From an optimization exercise on the open Yosys and OpenROAD flow, aimed at small area, a short achievable clock period and few clock cycles per item; shortcuts taken in it are not production practice.
In this exercise RTL edits were held to simulation tests only and were not proved equivalent to the original.
No activity file was given, so power comes from the tool's default toggle rates.

$ cat design.v
package ast_pkg;
  localparam logic [3:0] C_IDLE    = 4'd0;
  localparam logic [3:0] C_SECT    = 4'd1;
  localparam logic [3:0] C_REG     = 4'd2;
  localparam logic [3:0] C_LABEL   = 4'd3;
  localparam logic [3:0] C_WORD    = 4'd4;
  localparam logic [3:0] C_NUM     = 4'd5;
  localparam logic [3:0] C_EQW     = 4'd6;
  localparam logic [3:0] C_DASHW   = 4'd7;
  localparam logic [3:0] C_COMMENT = 4'd8;
  localparam logic [4:0] K_CODE  = 5'd0;
  localparam logic [4:0] K_DATA  = 5'd1;
  localparam logic [4:0] K_REG   = 5'd2;
  localparam logic [4:0] K_LABEL = 5'd3;
  localparam logic [4:0] K_EQ    = 5'd4;
  localparam logic [4:0] K_QMARK = 5'd5;
  localparam logic [4:0] K_VAR   = 5'd6;
  localparam logic [4:0] K_NAME  = 5'd16;
  localparam logic [4:0] K_INT   = 5'd17;
  localparam logic [4:0] K_NONE  = 5'd18;
  localparam logic [1:0] F_NONE    = 2'd0;
  localparam logic [1:0] F_SECTION = 2'd1;
  localparam logic [1:0] F_EQUALS  = 2'd2;
  localparam logic [1:0] F_DASH    = 2'd3;
  localparam logic [7:0] CH_SPACE = 8'h20;
  localparam logic [7:0] CH_NL    = 8'h0a;
  localparam logic [4:0] W_NAME = 5'd0;    
  localparam logic [4:0] W_VAR  = 5'd1;    
  localparam logic [4:0] W_E    = 5'd2;
  localparam logic [4:0] W_EX   = 5'd3;
  localparam logic [4:0] W_EXI  = 5'd4;
  localparam logic [4:0] W_EXIT = 5'd5;
  localparam logic [4:0] W_A    = 5'd6;
  localparam logic [4:0] W_AD   = 5'd7;
  localparam logic [4:0] W_ADD  = 5'd8;
  localparam logic [4:0] W_S    = 5'd9;
  localparam logic [4:0] W_SU   = 5'd10;
  localparam logic [4:0] W_SUB  = 5'd11;
  localparam logic [4:0] W_M    = 5'd12;
  localparam logic [4:0] W_MO   = 5'd13;
  localparam logic [4:0] W_MOV  = 5'd14;
  localparam logic [4:0] W_EN   = 5'd15;
  localparam logic [4:0] W_ENU  = 5'd16;
  localparam logic [4:0] W_ENUM = 5'd17;
  localparam logic [4:0] W_END  = 5'd18;
  localparam logic [4:0] W_I    = 5'd19;
  localparam logic [4:0] W_IF   = 5'd20;
  localparam logic [4:0] W_IN   = 5'd21;
  localparam logic [4:0] W_EL   = 5'd22;
  localparam logic [4:0] W_ELS  = 5'd23;
  localparam logic [4:0] W_ELSE = 5'd24;
  localparam logic [4:0] S_BAD  = 5'd0;
  localparam logic [4:0] S_H    = 5'd1;    
  localparam logic [4:0] S_C    = 5'd2;
  localparam logic [4:0] S_CO   = 5'd3;
  localparam logic [4:0] S_COD  = 5'd4;
  localparam logic [4:0] S_CODE = 5'd5;
  localparam logic [4:0] S_D    = 5'd6;
  localparam logic [4:0] S_DA   = 5'd7;
  localparam logic [4:0] S_DAT  = 5'd8;
  localparam logic [4:0] S_DATA = 5'd9;
  function automatic logic is_alpha(input logic [7:0] c);
    is_alpha = ((c >= "a") && (c <= "z")) || ((c >= "A") && (c <= "Z"));
  endfunction
  function automatic logic is_digit(input logic [7:0] c);
    is_digit = (c >= "0") && (c <= "9");
  endfunction
  function automatic logic [4:0] word_first(input logic [7:0] c);
    case (c)
      ".":     word_first = W_VAR;
      "e":     word_first = W_E;
      "a":     word_first = W_A;
      "s":     word_first = W_S;
      "m":     word_first = W_M;
      "i":     word_first = W_I;
      default: word_first = W_NAME;
    endcase
  endfunction
  function automatic logic [4:0] word_next(input logic [4:0] n, input logic [7:0] c);
    word_next = W_NAME;
    case (n)
      W_VAR:  word_next = W_VAR;
      W_E:    if (c == "x") word_next = W_EX; else if (c == "n") word_next = W_EN;
              else if (c == "l") word_next = W_EL;
      W_EX:   if (c == "i") word_next = W_EXI;
      W_EXI:  if (c == "t") word_next = W_EXIT;
      W_A:    if (c == "d") word_next = W_AD;
      W_AD:   if (c == "d") word_next = W_ADD;
      W_S:    if (c == "u") word_next = W_SU;
      W_SU:   if (c == "b") word_next = W_SUB;
      W_M:    if (c == "o") word_next = W_MO;
      W_MO:   if (c == "v") word_next = W_MOV;
      W_EN:   if (c == "u") word_next = W_ENU; else if (c == "d") word_next = W_END;
      W_ENU:  if (c == "m") word_next = W_ENUM;
      W_I:    if (c == "f") word_next = W_IF; else if (c == "n") word_next = W_IN;
      W_EL:   if (c == "s") word_next = W_ELS;
      W_ELS:  if (c == "e") word_next = W_ELSE;
      default: word_next = W_NAME;
    endcase
  endfunction
  function automatic logic [4:0] sect_next(input logic [4:0] n, input logic [7:0] c);
    sect_next = S_BAD;
    case (n)
      S_H:   if (c == "c") sect_next = S_C; else if (c == "d") sect_next = S_D;
      S_C:   if (c == "o") sect_next = S_CO;
      S_CO:  if (c == "d") sect_next = S_COD;
      S_COD: if (c == "e") sect_next = S_CODE;
      S_D:   if (c == "a") sect_next = S_DA;
      S_DA:  if (c == "t") sect_next = S_DAT;
      S_DAT: if (c == "a") sect_next = S_DATA;
      default: sect_next = S_BAD;
    endcase
  endfunction
  function automatic logic [4:0] word_kind(input logic [4:0] n);
    case (n)
      W_VAR:   word_kind = K_VAR;
      W_EXIT:  word_kind = 5'd7;
      W_ADD:   word_kind = 5'd8;
      W_SUB:   word_kind = 5'd9;
      W_MOV:   word_kind = 5'd10;
      W_ENUM:  word_kind = 5'd11;
      W_IF:    word_kind = 5'd12;
      W_IN:    word_kind = 5'd13;
      W_ELSE:  word_kind = 5'd14;
      W_END:   word_kind = 5'd15;
      default: word_kind = K_NAME;
    endcase
  endfunction
  function automatic logic [6:0] tok_kind(input logic [3:0] m, input logic [4:0] n);
    case (m)
      C_SECT:  tok_kind = (n == S_CODE) ? {K_CODE, F_NONE} :
                          (n == S_DATA) ? {K_DATA, F_NONE} : {K_NONE, F_SECTION};
      C_REG:   tok_kind = {K_REG, F_NONE};
      C_LABEL: tok_kind = {K_LABEL, F_NONE};
      C_WORD:  tok_kind = {word_kind(n), F_NONE};
      C_NUM:   tok_kind = {K_INT, F_NONE};
      C_EQW:   tok_kind = {K_NONE, F_EQUALS};
      default: tok_kind = {K_NONE, F_DASH};
    endcase
  endfunction
  function automatic logic [15:0] sat_inc16(input logic [15:0] v);
    sat_inc16 = (v == 16'hffff) ? v : v + 16'd1;
  endfunction
endpackage
module ast_in_buf (
  input  logic       clk_i,
  input  logic       rst_ni,
  input  logic       in_valid_i,
  output logic       in_ready_o,
  input  logic [8:0] in_data_i,
  output logic       hv_o,
  output logic [8:0] item_o,
  input  logic       cons_i
);
  logic [8:0] d0_q, d1_q;
  logic       v0_q, v1_q;
  logic       take;
  assign in_ready_o = !v1_q;
  assign take       = in_valid_i && !v1_q;
  assign hv_o       = v0_q;
  assign item_o     = d0_q;
  always_ff @(posedge clk_i or negedge rst_ni) begin
    if (!rst_ni) begin
      v0_q <= 1'b0;
      v1_q <= 1'b0;
    end else begin
      if (cons_i || !v0_q) v0_q <= v1_q || take;
      v1_q <= v1_q ? !cons_i : (take && v0_q && !cons_i);
    end
  end
  always_ff @(posedge clk_i) begin
    if (cons_i || !v0_q) d0_q <= v1_q ? d1_q : in_data_i;
    if (!v1_q) d1_q <= in_data_i;
  end
endmodule
module ast_lexer (
  input  logic        clk_i,
  input  logic        rst_ni,
  input  logic        hv_i,        
  input  logic [8:0]  item_i,      
  output logic        cons_o,      
  output logic        out_valid_o,
  input  logic        out_ready_i,
  output logic [71:0] out_data_o
);
  logic [3:0]  cls_q, cls_d;
  logic [4:0]  node_q, node_d;
  logic        halted_q, halted_d;
  logic        pend_q, pend_d;
  logic [15:0] offset_q, offset_d, line_q, line_d, col_q, col_d;
  logic [15:0] start_q, start_d, len_q, len_d, oline_q, oline_d, ocol_q, ocol_d;
  logic [4:0]  kind_q, kind_d;
  logic [1:0]  fault_q, fault_d;
  logic        final_q, final_d;
  logic [7:0]  c;
  logic        last;
  logic        sp_nl, alpha, digit, wbody, nbody, tstart, qm, sigil;
  logic        is_tok, body_ok, tfree, cons, newres;
  logic [15:0] offset_inc, len_inc;
  logic [3:0]  ocls;
  logic [4:0]  onode, gnode;
  logic [6:0]  kf;
  assign c    = item_i[8:1];
  assign last = item_i[0];
  assign sp_nl  = (c == ast_pkg::CH_SPACE) || (c == ast_pkg::CH_NL);
  assign alpha  = ast_pkg::is_alpha(c);
  assign digit  = ast_pkg::is_digit(c);
  assign wbody  = alpha || (c == "_") || (c == ".");
  assign nbody  = digit || (c == ".");
  assign qm     = (c == "?");
  assign sigil  = (c == "$") || (c == ":");
  assign tstart = (c == "#") || sigil || (c == "=") || (c == "-") || alpha || digit ||
                  (c == ".");
  assign is_tok = (cls_q == ast_pkg::C_SECT) || (cls_q == ast_pkg::C_REG) ||
                  (cls_q == ast_pkg::C_LABEL) || (cls_q == ast_pkg::C_WORD) ||
                  (cls_q == ast_pkg::C_NUM);
  always_comb begin
    case (cls_q)
      ast_pkg::C_SECT, ast_pkg::C_REG, ast_pkg::C_LABEL: body_ok = !sp_nl;
      ast_pkg::C_WORD: body_ok = wbody;
      ast_pkg::C_NUM:  body_ok = nbody;
      default:         body_ok = 1'b0;
    endcase
  end
  assign tfree      = !pend_q || out_ready_i;
  assign offset_inc = offset_q + 16'd1;
  assign len_inc    = ((&len_q[15:1]) && (len_q[0] ||
                       (cls_q == ast_pkg::C_REG) || (cls_q == ast_pkg::C_LABEL))) ?
                      len_q : len_q + 16'd1;
  always_comb begin
    onode = ast_pkg::word_first(c);
    if (c == "#") begin
      ocls  = ast_pkg::C_SECT;
      onode = ast_pkg::S_H;
    end else if (c == "$") ocls = ast_pkg::C_REG;
    else if (c == ":") ocls = ast_pkg::C_LABEL;
    else if (c == "=") ocls = ast_pkg::C_EQW;
    else if (c == "-") ocls = ast_pkg::C_DASHW;
    else if (digit) ocls = ast_pkg::C_NUM;
    else ocls = ast_pkg::C_WORD;
  end
  assign gnode = (cls_q == ast_pkg::C_SECT) ? ast_pkg::sect_next(node_q, c)
                                            : ast_pkg::word_next(node_q, c);
  always_comb begin
    cls_d    = cls_q;
    node_d   = node_q;
    halted_d = halted_q;
    offset_d = offset_q;
    line_d   = line_q;
    col_d    = col_q;
    start_d  = start_q;
    len_d    = len_q;
    oline_d  = oline_q;
    ocol_d   = ocol_q;
    kind_d   = kind_q;
    fault_d  = fault_q;
    final_d  = final_q;
    cons     = 1'b0;
    newres   = 1'b0;
    kf       = '0;
    if (hv_i) begin
      if (halted_q) begin
        cons = 1'b1;
      end else if (is_tok) begin
        if (body_ok) begin
          cons   = 1'b1;
          len_d  = len_inc;
          node_d = gnode;
          if (last) begin
            kf       = ast_pkg::tok_kind(cls_q, gnode);
            newres   = 1'b1;
            kind_d   = kf[6:2];
            fault_d  = kf[1:0];
            final_d  = 1'b1;
            halted_d = (kf[1:0] != ast_pkg::F_NONE);
          end
        end else begin
          kf       = ast_pkg::tok_kind(cls_q, node_q);
          newres   = 1'b1;
          kind_d   = kf[6:2];
          fault_d  = kf[1:0];
          halted_d = (kf[1:0] != ast_pkg::F_NONE);
          cls_d    = ast_pkg::C_IDLE;
          cons     = halted_d || !(tstart || qm);
          final_d  = last && cons;
        end
      end else if (cls_q == ast_pkg::C_EQW) begin
        cons    = 1'b1;
        newres  = 1'b1;
        cls_d   = ast_pkg::C_IDLE;
        final_d = last;
        if (c == "=") begin
          kind_d  = ast_pkg::K_EQ;
          fault_d = ast_pkg::F_NONE;
          len_d   = 16'd2;
        end else begin
          kind_d   = ast_pkg::K_NONE;
          fault_d  = ast_pkg::F_EQUALS;
          halted_d = 1'b1;
        end
      end else if ((cls_q == ast_pkg::C_DASHW) && (c != "-")) begin
        cons     = 1'b1;
        newres   = 1'b1;
        cls_d    = ast_pkg::C_IDLE;
        final_d  = last;
        kind_d   = ast_pkg::K_NONE;
        fault_d  = ast_pkg::F_DASH;
        halted_d = 1'b1;
      end else begin
        if (cls_q == ast_pkg::C_DASHW) begin
          cons  = 1'b1;
          cls_d = ast_pkg::C_COMMENT;
        end else if (cls_q == ast_pkg::C_COMMENT) begin
          cons = 1'b1;
          if (c == ast_pkg::CH_NL) cls_d = ast_pkg::C_IDLE;
        end else begin
          cons = 1'b1;
          if (tstart) begin
            cls_d   = ocls;
            node_d  = onode;
            start_d = sigil ? offset_inc : offset_q;
            len_d   = sigil ? 16'd0 : 16'd1;
            oline_d = line_q;
            ocol_d  = col_q;
            if (last) begin
              kf       = ast_pkg::tok_kind(ocls, onode);
              newres   = 1'b1;
              kind_d   = kf[6:2];
              fault_d  = kf[1:0];
              final_d  = 1'b1;
              halted_d = (kf[1:0] != ast_pkg::F_NONE);
            end
          end else if (qm) begin
            newres  = 1'b1;
            kind_d  = ast_pkg::K_QMARK;
            fault_d = ast_pkg::F_NONE;
            start_d = offset_q;
            len_d   = 16'd1;
            oline_d = line_q;
            ocol_d  = col_q;
            final_d = last;
          end
        end
        if (last && !newres) begin
          newres  = 1'b1;
          kind_d  = ast_pkg::K_NONE;
          fault_d = ast_pkg::F_NONE;
          start_d = offset_q;
          len_d   = 16'd0;
          oline_d = line_q;
          ocol_d  = col_q;
          final_d = 1'b1;
        end
      end
      if (cons && !halted_q) begin
        offset_d = offset_inc;
        if (c == ast_pkg::CH_NL) begin
          line_d = ast_pkg::sat_inc16(line_q);
          col_d  = 16'd1;
        end else begin
          col_d  = ast_pkg::sat_inc16(col_q);
        end
        if (last) begin
          cls_d    = ast_pkg::C_IDLE;
          offset_d = '0;
          line_d   = 16'd1;
          col_d    = 16'd1;
        end
      end
    end
  end
  logic wait_slot, upd;
  assign wait_slot = !halted_q && !tfree &&
                     (((cls_q == ast_pkg::C_COMMENT) && last) ||
                      ((cls_q == ast_pkg::C_IDLE) && (last || tstart || qm)));
  assign upd    = hv_i && !wait_slot;
  assign cons_o = upd && cons;
  assign pend_d = (upd && newres) || (pend_q && !out_ready_i);
  always_ff @(posedge clk_i or negedge rst_ni) begin
    if (!rst_ni) begin
      cls_q    <= ast_pkg::C_IDLE;
      node_q   <= '0;
      halted_q <= 1'b0;
      pend_q   <= 1'b0;
      offset_q <= '0;
      line_q   <= 16'd1;
      col_q    <= 16'd1;
    end else begin
      pend_q <= pend_d;
      if (upd) begin
        cls_q    <= cls_d;
        node_q   <= node_d;
        halted_q <= halted_d;
        offset_q <= offset_d;
        line_q   <= line_d;
        col_q    <= col_d;
      end
    end
  end
  always_ff @(posedge clk_i) begin
    if (upd) begin
      start_q <= start_d;
      len_q   <= len_d;
      oline_q <= oline_d;
      ocol_q  <= ocol_d;
      kind_q  <= kind_d;
      fault_q <= fault_d;
      final_q <= final_d;
    end
  end
  assign out_valid_o = pend_q;
  assign out_data_o  = {kind_q, fault_q, start_q, len_q, oline_q, ocol_q, final_q};
endmodule
module assembly_source_tokenizer_top (
  input  logic               clk_i,
  input  logic               rst_ni,
  input  logic               in_valid_i,
  output logic               in_ready_o,
  input  logic [8:0]         in_data_i,    
  output logic               out_valid_o,
  input  logic               out_ready_i,
  output logic [71:0]        out_data_o    
);
  logic       hv, cons;
  logic [8:0] item;
  ast_in_buf u_buf (
    .clk_i      (clk_i),
    .rst_ni     (rst_ni),
    .in_valid_i (in_valid_i),
    .in_ready_o (in_ready_o),
    .in_data_i  (in_data_i),
    .hv_o       (hv),
    .item_o     (item),
    .cons_i     (cons)
  );
  ast_lexer u_lexer (
    .clk_i       (clk_i),
    .rst_ni      (rst_ni),
    .hv_i        (hv),
    .item_i      (item),
    .cons_o      (cons),
    .out_valid_o (out_valid_o),
    .out_ready_i (out_ready_i),
    .out_data_o  (out_data_o)
  );
endmodule
$ cat constraint.sdc
create_clock -name core_clock -period 8.0 [get_ports {clk_i}]
set_input_delay 1.6000 -clock core_clock [delete_from_list [all_inputs] [get_ports {clk_i}]]
set_output_delay 1.6000 -clock core_clock [all_outputs]
set_load 0.01 [all_outputs]
$ cat run.sh
#!/bin/bash
# synth_recipe.tcl (not shown) runs the flow's synth.tcl, then flattens the netlist and writes it again
# the make line also repeats each setting of config.mk as NAME=value (left out here)
make -C /OpenROAD-flow-scripts/flow DESIGN_CONFIG=/design/flow/config.mk WORK_HOME=/design/flow/orfs CLKGATE_MAP_FILE= SYNTH_SCRIPT=/design/flow/synth_recipe.tcl finish
$ cat config.mk
export PLATFORM = sky130hd
export DESIGN_NAME = assembly_source_tokenizer_top
export DESIGN_NICKNAME = assembly_source_tokenizer_top
export VERILOG_FILES = /design/flow/design.v
export SDC_FILE = /design/flow/constraint.sdc
export NUM_CORES = 4
export LEC_CHECK = 0
export CAP_MARGIN = 20
export CORE_MARGIN = 2
export CORE_UTILIZATION = 25
export PLACE_DENSITY = 0.5
export SETUP_SLACK_MARGIN = 4.5
export SLEW_MARGIN = 20
==> results.py, run 1 <==
metrics = {
    "critical_path": {
        "path_cells": "buf_4, and4bb_2, nand3_1, or3_1, o31ai_1, nor2_1, nor2_1, nor2_2, inv_1, ha_1, o21a_1, o311ai_1, a211o_1",
        "worstPathRequired_ps": 8180,
        "crit_path_end_kind": "flip-flop",
        "crit_buf_inv": 2,
        "cp_slowest_cell": "edfxtp_1",
        "worstRegToRegCells": 13,
        "startpoint_type": "flip-flop",
        "crit_fanout": 9,
        "slowest_delay_ps": 580,
        "timing.rr.start": "u_buf.d0_q[6]$_DFFE_PP_",
        "crit_type": "reg2reg",
        "arrival_ps": 3580,
        "reg2reg_setup_slack_ps": 4600,
        "crit_cells": 13,
        "rr_endpoint": "u_lexer.kind_q[4]$_DFFE_PP_",
        "crit_family": "simple AND/OR/NAND/NOR gates",
        "cp_common_cell": "nor2_1",
    },
    "placed_design": {
        "place_ws_ps": 3410,
        "detailed_place_hpwl_microns": 18500,
        "gp_congestion": 0.912,
        "dp.cells": 1509,
        "io_buffers": 86,
        "post_dp_cell_area_sq_mm": 0.0106,
    },
    "logic_synthesis": {
        "netlist_top_cells_count": "92 x nand2_1, 90 x nor2_1, 81 x edfxtp_1",
        "synth_seq_cells": 151,
        "synth_top_area_cell": "edfxtp_1",
        "syn_area_sq_mm": 0.00938,
        "syn_inst": 1016,
        "async_reset_ff_frac": 0.404,
        "yosysUniqueCellTypes": 85,
        "synth-edff-count": 81,
        "synthTopCellsByArea": "edfxtp_1 26%, dfrtp_1 16%, nand2_1 3.7%, nor2_1 3.6%, o21ai_0 3.0%",
        "synth_top_area_frac": 0.259,
        "synthesis.nets": 1051,
        "synth_flop_cell": "edfxtp_1",
        "ys_warn_count": 2,
        "ys_seq_area_frac": 0.441,
        "avgSynthCellArea_sq_um": 9.23,
        "yosysMostFrequentCell": "nand2_1",
    },
    "clocking": {
        "cts_buffer_depth": 2,
        "hold_buffers": 0,
        "root_buffer": "clkbuf_16",
        "cts_buffers": 17,
        "cts.clk_slew.worst_paths_ps": 70,
        "cts_sinks": 151,
        "insertion_delay_ps": 440,
        "cts_tree": "yes",
        "h-tree-depth": 4,
    },
    "sta": {
        "fin_ws_ps": 4600,
        "period_needed_ps": 3400,
        "rsz0062_at_grt": "yes",
        "fin_skew_ps": 9.36,
        "relSlewSlack": 0.393,
        "drv_slew": 0,
        "worstMarginPinSlew_ps": 911,
        "finalSetupTns_ps": 0,
        "fin_crit_sh": 0.425,
        "finalHoldViolations": 0,
        "fmax_mhz": 294,
        "hold_slack_ps": 473,
        "finalSetupViolCount": 0,
    },
    "global_routing": {
        "grt_max_degree": 83,
        "grt_overflow": 0,
        "track_usage": 0.141,
        "grt_pass1_wl_microns": 43800,
        "antenna_found_initial": 0,
        "grt_pass1_vias": 7871,
    },
    "layout": {
        "synthToLayoutAreaGrowth_pct": 25.2,
        "drive_gt1_frac": 0.143,
        "fin_nets": 1137,
        "diodes": 0,
        "finalCoreUtilization": 0.319,
        "layoutNonFillerInstCount": 1583,
        "design_area_sq_mm": 0.0117,
        "fillers": 3827,
    },
    "floorplan": {
        "start_util": 0.255,
        "rows": 70,
        "dieArea_sq_mm": 0.0391,
        "io_pins": 87,
        "core_area_sq_mm": 0.0368,
        "die_y_microns": 198,
        "die_w_microns": 198,
    },
    "routing": {
        "ant_nets": 0,
        "firstDrtPassIters": 6,
        "routed_wl_microns": 27500,
        "wire_per_inst_microns": 17.4,
        "vias": 8340,
        "dr.first_iter.drc_count": 801,
        "drc_errors": 0,
        "viasPerCell": 5.27,
    },
    "hold_path": {
        "hold_path_class": "reg2reg",
        "hp-start": "u_buf.d1_q[8]$_DFF_P_",
        "hold_depth": 1,
        "min_delay_worst_endpoint": "u_buf.d1_q[8]$_DFF_P_",
    },
    "pwr": {
        "p_per_area_mw_per_mm2": 365,
        "peakVddDrop_v": 0.000193,
        "p_leak_nw": 4.45,
        "p_total_mw": 4.29,
    },
    "outcome": {
        "status": "complete, no violations",
    },
    "job": {
        "max_cap_viol_count": 0,
    },
}
[power breakdown]
group / switching, mW / internal [mW]
logic: 1.20 / 0.852
registers: 0.208 / 1.20
clock network: 0.359 / 0.468
total: 1.76 / 2.52
[worst reg2reg max path, delay by kind of cell (launching register included)]
kind	cells	cell delay, ps
AOI/OAI and AO/OA	4	810
adders and majority gates	1	250
buffers and inverters	2	320
DFF	1	580
and+or+nand+nor	6	1200
[kinds of logic (layout without fill, tap and decap cells)]
logic type | after synthesis | count (layout) | share of synthesized area
AOI/OAI and AO/OA | 248 | 248 | 0.180
xor gates and xnor gates | 29 | 29 | 0.0271
adders and majority gates | 22 | 22 | 0.0293
buffers and inverters | 101 | 200 | 0.0457
DFF | 151 | 151 | 0.441
muxes | 25 | 25 | 0.0285
and+or+nand+nor | 440 | 440 | 0.248
[routing by layer]
layer | track usage | wire length [microns]
met5 | 0 | 0
met4 | 0.0379 | 542
met3 | 0.0334 | 1850
met2 | 0.221 | 12400
met1 | 0.196 | 12700
[flip-flops by register name, indices dropped and copies added, names as in the netlist]
register          count
u_lexer.cls_q         4
u_lexer.start_q      16
u_lexer.len_q        16
u_lexer.pend_q        1
u_lexer.ocol_q       16
u_buf.d1_q            9
u_buf.d0_q            9
u_lexer.offset_q     16
u_lexer.node_q        5
u_lexer.halted_q      1
u_lexer.final_q       1
u_buf.v0_q            1
u_lexer.kind_q        5
u_buf.v1_q            1
u_lexer.oline_q      16
u_lexer.line_q       16
u_lexer.fault_q       2
u_lexer.col_q        16
[repair_timing]
action	CTS	global route
setup endpoints to repair	159	44
buffers inserted	26	16
resized for setup	28	26
pin swaps	5	10
[cell type report]
cell class,instances,area (sq um),area share
timing repair buffer,140,1280,0.109
inverter,28,105,0.00895
clock buffer,17,425,0.0362
tap,468,586,0.0499
clock inverter,15,165,0.0141
sequential,151,4150,0.353
multi-input combinational,764,5040,0.429
[worst max-delay path by stage]
| stage | end | from | slack, ps |
|---|---|---|---|
| after floorplan | u_lexer.len_q[0]$_DFFE_PP_ | out_ready_i | 4560 |
| after global placement | u_lexer.cls_q[3]$_DFFE_PN0P_ | out_ready_i | 3540 |
| after detailed placement | u_lexer.cls_q[3]$_DFFE_PN0P_ | out_ready_i | 3410 |
| after CTS | u_lexer.kind_q[4]$_DFFE_PP_ | u_buf.d0_q[6]$_DFFE_PP_ | 4500 |
| after global routing | u_lexer.kind_q[4]$_DFFE_PP_ | u_buf.d0_q[6]$_DFFE_PP_ | 4450 |
| final | u_lexer.kind_q[4]$_DFFE_PP_ | u_buf.d0_q[6]$_DFFE_PP_ | 4600 |
[placed cells by master, fill, tap and decap left out, types with 13 or more instances in the layout]
cell and count:
dfrtp_1 57, xor2_1 23, mux2_2 14, buf_4 48, clkbuf_16 17, nor3_1 26, and2_1 13, nand4_1 15
nor2_1 88, nand3_1 51, edfxtp_1 81, clkdlybuf4s50_1 85, or3_1 13, inv_1 25, nand2_1 92, nor4_1 22
and3_1 30, nand2b_1 16, a21oi_1 50, o21ai_0 55, ha_1 17, a31oi_1 13, or4_1 15, o31ai_1 28
Testbench counts, summed over its fixed seeds: cycles 45,137, bytes 43,768.
==> run 2: changes to the inputs <==
--- a/config.mk
+++ b/config.mk
@@ -5,6 +5,7 @@
 export SDC_FILE = /design/flow/constraint.sdc
 export NUM_CORES = 4
 export LEC_CHECK = 0
+export ABC_CLOCK_PERIOD_IN_PS = 3000
 export CAP_MARGIN = 20
 export CORE_MARGIN = 2
 export CORE_UTILIZATION = 25
==> run 2 against run 1 <==
Compared with the run above:
- still clean
- worst setup slack unchanged
- fmax unchanged
- flip-flop and latch count unchanged
- total power unchanged
- final area unchanged
- global-route usage unchanged
- routed wire length unchanged
- clock power about the same
- non-clock buffer count unchanged
- largest cell class unchanged
- largest power group unchanged
- highest routed layer unchanged
==> results.py, run 2 <==
metrics = {
    "outcome": {
        "status": "complete, no violations",
    },
    "logic_synthesis": {
        "muxShareOfSynthArea": 0.0285,
        "ys_warn_count": 2,
        "synth_xor_area_frac": 0.0271,
        "synth_top_area_cell": "edfxtp_1",
        "yosysMostFrequentCell": "nand2_1",
        "async_reset_ff_frac": 0.404,
        "synth_top_family_by_area": "simple AND/OR/NAND/NOR gates",
        "syn_area_sq_mm": 0.00938,
        "synth-edff-count": 81,
        "synth_top_area_frac": 0.259,
        "ys_seq_area_frac": 0.441,
        "synthAdderAreaFrac": 0.0293,
        "synth_flop_cell": "edfxtp_1",
        "avgSynthCellArea_sq_um": 9.23,
        "netlist_top_cells_count": "92 x nand2_1, 90 x nor2_1, 81 x edfxtp_1",
        "syn_inst": 1016,
        "synthesis.nets": 1051,
        "synth-simple-area-share": 0.248,
        "synth_seq_cells": 151,
        "yosysUniqueCellTypes": 85,
        "synthTopCellsByArea": "edfxtp_1 26%, dfrtp_1 16%, nand2_1 3.7%, nor2_1 3.6%, o21ai_0 3.0%",
        "synth-compound-area-share": 0.180,
    },
    "sta": {
        "fin_ws_ps": 4600,
        "finalSetupViolCount": 0,
        "worstMarginPinSlew_ps": 911,
        "finalHoldViolations": 0,
        "drv_slew": 0,
        "finalSetupTns_ps": 0,
        "fin_crit_sh": 0.425,
        "relSlewSlack": 0.393,
        "period_needed_ps": 3400,
        "rsz0062_at_grt": "yes",
        "fin_skew_ps": 9.36,
        "fmax_mhz": 294,
    },
    "global_routing": {
        "grt_pass1_wl_microns": 43800,
        "grt_overflow": 0,
        "track_usage": 0.141,
        "grt_max_degree": 83,
        "grt_pass1_vias": 7871,
        "antenna_found_initial": 0,
    },
    "clocking": {
        "cts.clk_slew.worst_paths_ps": 70,
        "cts_tree": "yes",
        "root_buffer": "clkbuf_16",
        "cts_buffer_depth": 2,
        "h-tree-depth": 4,
        "cts_buffers": 17,
        "hold_buffers": 0,
        "insertion_delay_ps": 440,
        "cts_sinks": 151,
    },
    "critical_path": {
        "arrival_ps": 3580,
        "crit_fanout": 9,
        "crit_path_end_kind": "flip-flop",
        "worstRegToRegCells": 13,
        "worstPathRequired_ps": 8180,
        "startpoint_type": "flip-flop",
        "crit_type": "reg2reg",
    },
    "pwr": {
        "swShare": 0.412,
        "p_per_area_mw_per_mm2": 365,
        "comb_power_share": 0.478,
        "power.internal_mw": 2.52,
        "clkPwrFrac": 0.193,
        "p_sw_mw": 1.76,
        "power_frac_seq": 0.329,
        "p_leak_nw": 4.45,
        "p_total_mw": 4.29,
        "peakVddDrop_v": 0.000193,
    },
    "job": {
        "max_cap_viol_count": 0,
    },
    "placed_design": {
        "gp_congestion": 0.912,
        "place_ws_ps": 3410,
        "io_buffers": 86,
        "detailed_place_hpwl_microns": 18500,
    },
    "floorplan": {
        "core_area_sq_mm": 0.0368,
        "io_pins": 87,
        "start_util": 0.255,
        "rows": 70,
        "die_w_microns": 198,
        "die_y_microns": 198,
        "dieArea_sq_mm": 0.0391,
    },
    "routing": {
        "ant_nets": 0,
        "drc_errors": 0,
        "routed_wl_microns": 27500,
        "dr.first_iter.drc_count": 801,
        "viasPerCell": 5.27,
        "wire_per_inst_microns": 17.4,
        "vias": 8340,
        "firstDrtPassIters": 6,
    },
    "layout": {
        "drive_gt1_frac": 0.143,
        "synthToLayoutAreaGrowth_pct": 25.2,
        "diodes": 0,
        "finalCoreUtilization": 0.319,
        "multi_input_area_sq_mm": 0.00504,
        "final_common_cell": "nand2_1",
        "final_cell_mix": "92 x nand2_1, 88 x nor2_1, 85 x clkdlybuf4s50_1, 81 x edfxtp_1, 57 x dfrtp_1",
        "seqCellArea_sq_mm": 0.00415,
        "fin_nets": 1137,
        "fillers": 3827,
    },
    "hold_path": {
        "hold_path_class": "reg2reg",
        "hold_depth": 1,
    },
}
==> run 2: path summary, 6_finish.rpt <==
path	from	slack (ps)	endpoint
worst min-delay path	u_buf.d1_q[8]$_DFF_P_	470	u_buf.d1_q[8]$_DFF_P_
min in group asynchronous	rst_ni	1370	u_lexer.line_q[14]$_DFFE_PN0P_
max in group asynchronous	rst_ni	5970	u_lexer.node_q[2]$_DFFE_PN0P_
worst min register to register	u_buf.d1_q[8]$_DFF_P_	470	u_buf.d1_q[8]$_DFF_P_
worst max-delay path	u_buf.d0_q[6]$_DFFE_PP_	4600	u_lexer.kind_q[4]$_DFFE_PP_
worst max register to register	u_buf.d0_q[6]$_DFFE_PP_	4600	u_lexer.kind_q[4]$_DFFE_PP_
==> run 2: metal layers <==
metal	up-vias	global-route usage	wire (microns)
met2	289	0.221	12400
met3	49	0.0334	1850
met5	-	0	0
met1	4012	0.196	12700
met4	0	0.0379	542
li1	3990	-	-
==> run 2: cell type report <==
type                    instances  share of cell area
well taps                     468              0.0499
multi-input cells             764               0.429
clock buffers                  17              0.0362
flip-flops and latches        151               0.353
clock inverters                15              0.0141
inverters                      28             0.00895
repair buffers                140               0.109
==> run 2: critical path: stages (launching register included) <==
cell and delay, ps:
edfxtp_1 580, buf_4 190, and4bb_2 360, nand3_1 160, or3_1 370, o31ai_1 90, nor2_1 70, nor2_1 130
nor2_2 110, inv_1 120, ha_1 250, o21a_1 240, o311ai_1 130, a211o_1 340
==> run 2: through the flow <==
| step | instances | hold slack, ps | area (sq um) |
|---|---|---|---|
| 2_1_floorplan | 1016 | 446 | 9390 |
| 3_3_place_gp | 1509 | 457 | 10600 |
| 3_5_place_dp | 1509 | 462 | 10600 |
| 4_1_cts | 1567 | 477 | 11500 |
| 5_1_grt | 1583 | 487 | 11700 |
| 6_report | 1583 | 473 | 11700 |
==> run 2: power groups by stage <==
| stage | Combinational [mW] | Clock (mW) | Sequential, mW |
|---|---|---|---|
| 4_1_cts | 1.97 | 0.849 | 1.42 |
| 3_5_place_dp | 1.78 | 0 | 1.50 |
| 6_report | 2.05 | 0.827 | 1.41 |
| 2_1_floorplan | 1.06 | 0 | 1.45 |
| 5_1_grt | 2.21 | 0.883 | 1.45 |
| 3_3_place_gp | 1.77 | 0 | 1.50 |
==> run 2: cells by family (layout without fill, tap and decap cells) <==
logic type      after synthesis  count (layout)
buf+inv                     101             200
compound gates              248             248
mux                          25              25
fa+ha+maj                    22              22
xor+xnor                     29              29
simple gates                440             440
flops                       151             151
==> run 2: what timing repair did <==
item,in CTS,in global routing
endpoints found under the setup margin,159,44
gates resized for setup,28,26
buffers inserted,26,16
pin swaps,5,10
==> run 3: changes to the inputs <==
--- a/config.mk
+++ b/config.mk
@@ -5,10 +5,8 @@
 export SDC_FILE = /design/flow/constraint.sdc
 export NUM_CORES = 4
 export LEC_CHECK = 0
-export ABC_CLOCK_PERIOD_IN_PS = 3000
 export CAP_MARGIN = 20
 export CORE_MARGIN = 2
 export CORE_UTILIZATION = 25
 export PLACE_DENSITY = 0.5
-export SETUP_SLACK_MARGIN = 4.5
 export SLEW_MARGIN = 20
==> run 3 against run 2 <==
Compared with the run above:
- total power decreased by 6.8%
- routed wire length fell by 3.6%
- critical path depth fell by 4
- first-iteration DRC count up 4.0%
- non-clock buffer count decreased by 43
- still clean
- largest power group unchanged
- count of clock-buffer cells in the layout stayed put
- hold slack better by 0.67 ps
==> results.py, run 3 <==
metrics = {
    "floorplan": {
        "dieArea_sq_mm": 0.0391,
        "core_area_sq_mm": 0.0368,
        "die_y_microns": 198,
        "start_util": 0.255,
        "io_pins": 87,
        "die_w_microns": 198,
        "rows": 70,
    },
    "clocking": {
        "insertion_delay_ps": 440,
        "cts_tree": "yes",
        "cts_buffer_depth": 2,
        "cts.clk_slew.worst_paths_ps": 70,
        "root_buffer": "clkbuf_16",
        "post-cts-setup-buffer-count": 0,
        "cts_sinks": 151,
        "h-tree-depth": 4,
        "cts_resized": 0,
        "cts_buffers": 17,
        "hold_buffers": 0,
    },
    "logic_synthesis": {
        "synth_top_family_by_area": "simple AND/OR/NAND/NOR gates",
        "synth_top_area_frac": 0.259,
        "synth_top_area_cell": "edfxtp_1",
        "avgSynthCellArea_sq_um": 9.23,
        "synth-edff-count": 81,
        "async_reset_ff_frac": 0.404,
        "synthTopCellsByArea": "edfxtp_1 26%, dfrtp_1 16%, nand2_1 3.7%, nor2_1 3.6%, o21ai_0 3.0%",
        "synth-compound-area-share": 0.180,
        "ys_warn_count": 2,
        "syn_area_sq_mm": 0.00938,
        "ys_seq_area_frac": 0.441,
        "syn_inst": 1016,
        "synthAdderAreaFrac": 0.0293,
        "muxShareOfSynthArea": 0.0285,
        "synth_xor_area_frac": 0.0271,
        "netlist_top_cells_count": "92 x nand2_1, 90 x nor2_1, 81 x edfxtp_1",
        "synth_seq_cells": 151,
        "synth_flop_cell": "edfxtp_1",
        "synthesis.nets": 1051,
        "yosysUniqueCellTypes": 85,
        "synth-simple-area-share": 0.248,
        "yosysMostFrequentCell": "nand2_1",
    },
    "routing": {
        "routed_wl_microns": 26500,
        "vias": 8060,
        "wire_per_inst_microns": 17.2,
        "drc_errors": 0,
        "firstDrtPassIters": 6,
        "dr.first_iter.drc_count": 833,
        "ant_nets": 0,
        "viasPerCell": 5.23,
    },
    "critical_path": {
        "crit_fanout": 25,
        "crit_path_end_kind": "flip-flop",
        "endpoint": "u_lexer.kind_q[4]$_DFFE_PP_",
        "worstRegToRegCells": 9,
        "rr_endpoint": "u_lexer.kind_q[4]$_DFFE_PP_",
        "crit_type": "reg2reg",
        "timing.rr.start": "u_buf.d0_q[5]$_DFFE_PP_",
        "worstSetupStartpoint": "u_buf.d0_q[5]$_DFFE_PP_",
        "startpoint_type": "flip-flop",
        "reg2reg_setup_slack_ps": 3620,
        "arrival_ps": 4550,
        "worstPathRequired_ps": 8170,
    },
    "layout": {
        "multi_input_area_sq_mm": 0.00482,
        "fillers": 3879,
        "seqCellArea_sq_mm": 0.00414,
        "finalCoreUtilization": 0.302,
        "fin_nets": 1094,
        "synthToLayoutAreaGrowth_pct": 18.5,
        "diodes": 0,
        "final_cell_mix": "92 x nand2_1, 89 x nor2_1, 85 x clkdlybuf4s50_1, 81 x edfxtp_1, 59 x dfrtp_1",
        "final_common_cell": "nand2_1",
        "drive_gt1_frac": 0.0728,
    },
    "pwr": {
        "p_sw_mw": 1.68,
        "p_leak_nw": 4.16,
        "peakVddDrop_v": 0.000227,
        "power_frac_seq": 0.372,
        "clkPwrFrac": 0.187,
        "comb_power_share": 0.441,
        "p_per_area_mw_per_mm2": 359,
        "power.internal_mw": 2.31,
        "p_total_mw": 4.00,
        "swShare": 0.421,
    },
    "global_routing": {
        "grt_pass1_wl_microns": 42600,
        "antenna_found_initial": 0,
        "grt_max_degree": 83,
        "grt_overflow": 0,
        "track_usage": 0.138,
        "grt_pass1_vias": 7535,
    },
    "sta": {
        "fin_ws_ps": 3620,
        "worstMarginPinSlew_ps": 928,
        "finalSetupTns_ps": 0,
        "fmax_mhz": 228,
        "fin_skew_ps": 14.9,
        "fin_crit_sh": 0.547,
        "finalSetupViolCount": 0,
        "relSlewSlack": 0.372,
        "period_needed_ps": 4380,
        "finalHoldViolations": 0,
        "drv_slew": 0,
        "rsz0062_at_grt": "no",
    },
    "hold_path": {
        "hp-start": "u_buf.d1_q[0]$_DFF_P_",
        "hold_path_class": "reg2reg",
    },
    "job": {
        "max_cap_viol_count": 0,
    },
    "placed_design": {
        "place_ws_ps": 3290,
        "detailed_place_hpwl_microns": 18700,
        "gp_congestion": 0.911,
        "io_buffers": 86,
    },
    "outcome": {
        "status": "complete, no violations",
    },
}
-- run 3: cell counts after synthesis --
No cell type changed its count.
-- run 3: metrics by stage --
step	cells	instance area, sq um	hold slack [ps]
2_1_floorplan	1016	9380	446
3_3_place_gp	1508	10600	457
3_5_place_dp	1508	10600	461
4_1_cts	1540	11100	476
5_1_grt	1540	11100	486
6_report	1540	11100	473
-- run 3: power groups by stage --
stage / Combinational, mW / Sequential [mW] / Clock, mW
after global routing: 1.93 / 1.54 / 0.800
after CTS: 1.77 / 1.49 / 0.765
after global placement: 1.76 / 1.50 / 0
final: 1.76 / 1.49 / 0.746
after detailed placement: 1.77 / 1.51 / 0
after floorplan: 1.05 / 1.45 / 0
-- run 3: how the worst min path moves through the flow --
stage,endpoint,slack (ps),cells past startpoint
3_5_place_dp,u_buf.d1_q[0]$_DFF_P_,460,1
5_1_grt,u_buf.d1_q[7]$_DFF_P_,490,1
6_report,u_buf.d1_q[0]$_DFF_P_,470,1
4_1_cts,u_buf.d1_q[0]$_DFF_P_,480,1
2_1_floorplan,u_buf.d1_q[8]$_DFF_P_,450,1
3_3_place_gp,u_buf.d1_q[7]$_DFF_P_,460,1
-- run 3: per-layer routing --
layer / global-route usage / share of wire / vias up
li1: - / - / 3895
met1: 0.198 / 0.48 / 3911
met2: 0.210 / 0.45 / 226
met3: 0.0286 / 0.058 / 28
met4: 0.0329 / 0.015 / 0
met5: 0 / 0 / -
-- run 3: kinds of logic (layout without fill, tap and decap cells) --
kind of cell,count (synthesis),after routing
AO/OA/AOI/OAI,248,248
XOR/XNOR,29,29
multiplexers,25,25
buffers and inverters,101,157
AND/OR/NAND/NOR,440,440
flip-flops,151,151
adder cells (fa/ha/maj),22,22
-- run 3: final cells by class --
cell class / count / area share
tap: 468 / 0.0527
clock inverter: 15 / 0.00923
clock buffer: 17 / 0.0383
inverter: 28 / 0.00945
multi-input combinational: 764 / 0.433
timing repair buffer: 97 / 0.0844
sequential: 151 / 0.372
-- run 3: worst max-delay path, stage by stage (launching register included) --
cell,delay (ps)
edfxtp_1,690
nand4bb_1,630
nor3_1,550
nand4_1,200
and4_1,280
o21ai_1,730
mux2i_1,160
a211oi_1,350
o311ai_1,160
a211o_1,360

what the ideal ports hide:
In the flow no input, the clock included, has a driving cell. The finished layouts below were timed again as built, in two steps. Step 1 sets driving cells, clkbuf_16 on the clock port and buf_2 on the other inputs (assumed; they add their load-dependent delay and slew). Step 2, shift: input delay + t, output delay - t, t = (earliest + latest rising clock arrival at the registers) / 2. This alone moves slack from input paths to output paths. Three values: no drivers, after step 1, after step 2; two values: the first two.
run | t (ns) | setup slack, ns | worst data-port slew with drivers (ns) | pins driven straight from the clock port
run 1 | 0.484 | 4.601 / 4.601 / 4.163 | 0.03 | 1
run 2 | 0.484 | 4.601 / 4.601 / 4.163 | 0.03 | 1
run 3 | 0.475 | 3.620 / 3.620 / 3.337 | 0.03 | 1
After both steps setup and hold are still met in every run listed.
